Background: an optimization exercise with open tools, aiming at small area, a short achievable clock period and few clock cycles. Do not read the settings as production practice. Only simulation tests tie the RTL to the original design; equivalence was not proved. Power is estimated from default activity; no workload was simulated.

Setup of before:
// cpu_top
module cpu_top (
    input  logic   clk,
    input  logic   rst,
    input  logic   run,
    input  logic   prog_we,
    input  cpu_pkg::addr_t  prog_addr,
    input  cpu_pkg::data_t  prog_data,
    output logic   retire,
    output cpu_pkg::addr_t  retire_ip,
    output logic   store_valid,
    output cpu_pkg::trace_t store_trace
);
export LEC_CHECK = 0
export ABC_AREA = 1
export CAP_MARGIN = 20
export CORE_MARGIN = 2
export CORE_UTILIZATION = 55
export CTS_CLUSTER_DIAMETER = 80
export CTS_CLUSTER_SIZE = 25
export SLEW_MARGIN = 20
export TNS_END_PERCENT = 10
create_clock -name core_clock -period 12.0 [get_ports {clk}]
standard.sh (not shown) runs the stock make flow with config.mk's settings and CLKGATE_MAP_FILE= SYNTH_SCRIPT=/design/flow/synth_recipe.tcl, a recipe that flattens the netlist after the stock synthesis.
==> flow/flow/run.sh <==
#!/bin/bash
# The standard synthesis, then the standard layout with timing repair
# aiming for more setup slack than the constraint asks for (the constraint
# itself is unchanged).
set -euo pipefail
bash standard.sh synth > synth.log 2>&1
bash standard.sh SETUP_SLACK_MARGIN=8.2 finish > layout.log 2>&1
Testbench counts of before, summed over its fixed seeds: cycles 24,631.
> inputs changed (before -> after)
- SYNTH_HIERARCHICAL newly set to 1
==> flow/flow/run.sh <==
#!/bin/bash
# Synthesis: the standard flow's synthesis script (the standard synthesis), with one
# change: ABC maps the read multiplexer module with its speed script (see
# abc_split.tcl). Then the standard layout, with timing repair aiming for
# more setup slack than the constraint asks for (the constraint itself is
# unchanged).
set -euo pipefail
cat flow/abc_split.tcl synth_recipe.tcl > synth_split.tcl
make -C "$FLOW_HOME" DESIGN_CONFIG="$PWD/config.mk" WORK_HOME="$PWD/orfs" \
  CLKGATE_MAP_FILE= SYNTH_SCRIPT="$PWD/synth_split.tcl" synth > synth.log 2>&1
bash standard.sh SETUP_SLACK_MARGIN=8.2 finish > layout.log 2>&1
==> flow/flow/abc_split.tcl (new file) <==
# ABC maps the two bank read multiplexers (module cpu_rdmux, a wide AND-OR)
# with its speed script, which packs them into AND-OR-invert gates; the rest
# of the design keeps the configured (area) script. Only combinational logic
# changes: the registers are those of the standard synthesis.
proc abc {args} {
  set i [lsearch -exact $args -script]
  set fast [lreplace $args [expr {$i + 1}] [expr {$i + 1}] $::env(SCRIPTS_DIR)/abc_speed.script]
  yosys abc {*}$args cpu_rdmux %n
  yosys abc {*}$fast cpu_rdmux
}
[summary]
- The fraction of area in registers of after exceeds that of before by 5.6 points.
- Compared to before, the router laid down less metal wire for after.
- Area after synthesis, before and after, higher one = before.
- As far as number of H-tree branching levels is concerned, after and before perform about the same.
- Number of sequential storage elements essentially unchanged between before and after.


== orange ==
Another version of the RTL of cpu_top (not shown whole).
Size in the first run: roughly 5800 cells after synthesis, about 2200 flip-flops, ~70 I/O pins.
export LEC_CHECK = 0
export ABC_AREA = 1
export CAP_MARGIN = 20
export CORE_MARGIN = 2
export CORE_UTILIZATION = 55
export CTS_CLUSTER_DIAMETER = 80
export CTS_CLUSTER_SIZE = 25
export SLEW_MARGIN = 20
export SYNTH_HIERARCHICAL = 1
export TNS_END_PERCENT = 10
create_clock -name core_clock -period 12.0 [get_ports {clk}]
==> flow/flow/run.sh <==
#!/bin/bash
# Synthesis: the standard flow's synthesis script (the standard synthesis), with one
# change: ABC maps the read multiplexer module with its speed script (see
# abc_split.tcl). Then the standard layout, with timing repair aiming for
# more setup slack than the constraint asks for (the constraint itself is
# unchanged).
set -euo pipefail
cat flow/abc_split.tcl synth_recipe.tcl > synth_split.tcl
make -C "$FLOW_HOME" DESIGN_CONFIG="$PWD/config.mk" WORK_HOME="$PWD/orfs" \
  CLKGATE_MAP_FILE= SYNTH_SCRIPT="$PWD/synth_split.tcl" synth > synth.log 2>&1
bash standard.sh SETUP_SLACK_MARGIN=8.2 finish > layout.log 2>&1
==> flow/flow/abc_split.tcl <==
# ABC maps the two bank read multiplexers (module cpu_rdmux, a wide AND-OR)
# with its speed script, which packs them into AND-OR-invert gates; the rest
# of the design keeps the configured (area) script. Only combinational logic
# changes: the registers are those of the standard synthesis.
proc abc {args} {
  set i [lsearch -exact $args -script]
  set fast [lreplace $args [expr {$i + 1}] [expr {$i + 1}] $::env(SCRIPTS_DIR)/abc_speed.script]
  yosys abc {*}$args cpu_rdmux %n
  yosys abc {*}$fast cpu_rdmux
}
Testbench counts of orange, summed over its fixed seeds: cycles 24,631.
Relative to orange, the following input files were edited for green:
Settings: clearing SYNTH_HIERARCHICAL, which used to be 1.
==> flow/flow/run.sh <==
#!/bin/bash
# The standard synthesis, then the standard layout with timing repair
# aiming for more setup slack than the constraint asks for (the constraint
# itself is unchanged).
set -euo pipefail
bash standard.sh synth > synth.log 2>&1
bash standard.sh SETUP_SLACK_MARGIN=8.2 finish > layout.log 2>&1
removed: flow/flow/abc_split.tcl
==> comparison <==
orange has a higher post-synthesis sequential area ratio than green.
Looking at relative slew slack across orange and green, the one that comes out higher is orange.
Compared with orange, in green die area moved up, met1 track demand over resource in global routing now sits higher, power per unit of standard cell area decreased by 3.0 nW/um2 relative to the old numbers, slack of the critical path now smaller.


old:
cpu_top, a different RTL version from the one above (not shown whole).
For scale: roughly 2200 flip-flops, about 70 I/O pins.
clock: 12.0 ns
lec_check: 0
abc_area: 1
cap_margin: 20
core_margin: 2
core_utilization: 40
setup_slack_margin: 5
slew_margin: 20
run.sh (not shown) runs the stock make flow with config.mk's settings and CLKGATE_MAP_FILE= SYNTH_SCRIPT=/design/flow/synth_recipe.tcl, a recipe that flattens the netlist after the stock synthesis.
Stock flow here: none of the scripts above is used.
old ran to completion and came out clean on the timing, DRC and antenna checks.
Testbench counts of old, summed over its fixed seeds: cycles 24,630.
#### Input delta (new over old)
# old
export LEC_CHECK = 0
export ABC_AREA = 1
export CAP_MARGIN = 20
export CORE_MARGIN = 2
export CORE_UTILIZATION = 40
export SETUP_SLACK_MARGIN = 5
export SLEW_MARGIN = 20
create_clock -name core_clock -period 12.0 [get_ports {clk}]
# new
export LEC_CHECK = 0
export ABC_AREA = 1
export CAP_MARGIN = 20
export CORE_MARGIN = 2
export CORE_UTILIZATION = 55
export SLEW_MARGIN = 20
create_clock -name core_clock -period 12.0 [get_ports {clk}]
==> flow/flow/run.sh (new file) <==
#!/bin/bash
# The standard synthesis, then the standard layout with timing repair
# aiming for more setup slack than the constraint asks for.
set -euo pipefail
bash standard.sh synth > synth.log 2>&1
bash standard.sh SETUP_SLACK_MARGIN=8.5 finish > layout.log 2>&1
==> flow/standard.sh (new file) <==
#!/bin/bash
# synth_recipe.tcl (not shown) runs the flow's synth.tcl, then flattens the netlist and writes it again
# the make line also repeats each setting of config.mk as NAME=value (left out here)
make -C /OpenROAD-flow-scripts/flow DESIGN_CONFIG=/design/flow/config.mk WORK_HOME=/design/flow/orfs CLKGATE_MAP_FILE= SYNTH_SCRIPT=/design/flow/synth_recipe.tcl "${@:-finish}"
removed: flow/run.sh
Both conditions hold for new: the flow ran to the end and the final layout passed the timing, DRC and antenna checks.
Die extent in x, new and old: lower on new
Number of max-slew violations in the final report came out exactly the same in new and old.
old reports its first element of the critical path as ra_e[1] while new reports e_ir[0].
after synthesis and placement, the instance count of new is below that of old.
The clock insertion delay at the later pin of the skew report on new is in line with that on old.
Of the two candidates, old has the better power spent charging and discharging nets and new the worse one.
Between new and old, the effective utilization at floorplan is lower for old.
When new is measured against old, its global-route usage turns out 15 points higher.
The worst slack on hold paths was comparable across new and old.
The higher fraction of power consumed by the clock network of new and old is in old.
Going from old to new, wire length grew by a few percent.

afterwards: timing with drivers on the ports:
How much do the figures lean on ideal ports? The routed layouts below were timed once more, with nothing changed but the port constraints. Step 1 (the two cells are an assumption about what drives the block):
set clk [get_ports {clk}]
set_driving_cell -lib_cell sky130_fd_sc_hd__clkbuf_16 $clk
set_driving_cell -lib_cell sky130_fd_sc_hd__buf_2 [delete_from_list [all_inputs] $clk]
Step 2 also shifts input and output timing later by t, the mid clock arrival at the registers, as if the neighbouring blocks saw the same clock. a / b / c = ideal / step 1 / step 2; a / b = the first two.
run	t, ns	setup WS [ns]	clock arrival spread, ns	worst data-port slew with drivers (ns)
before	0.895	7.920 / 7.920 / 7.920	0.073 / 0.073	0.05
after	0.844	7.522 / 7.522 / 7.522	0.046 / 0.046	0.05
orange	0.844	7.844 / 7.844 / 7.844	0.038 / 0.038	0.05
green	0.899	7.627 / 7.627 / 7.627	0.047 / 0.046	0.04
old	0.974	5.210 / 5.210 / 5.210	0.052 / 0.053	0.08
new	0.942	7.682 / 7.600 / 7.793	0.066 / 0.066	0.04
After both steps every run listed still meets setup and hold.
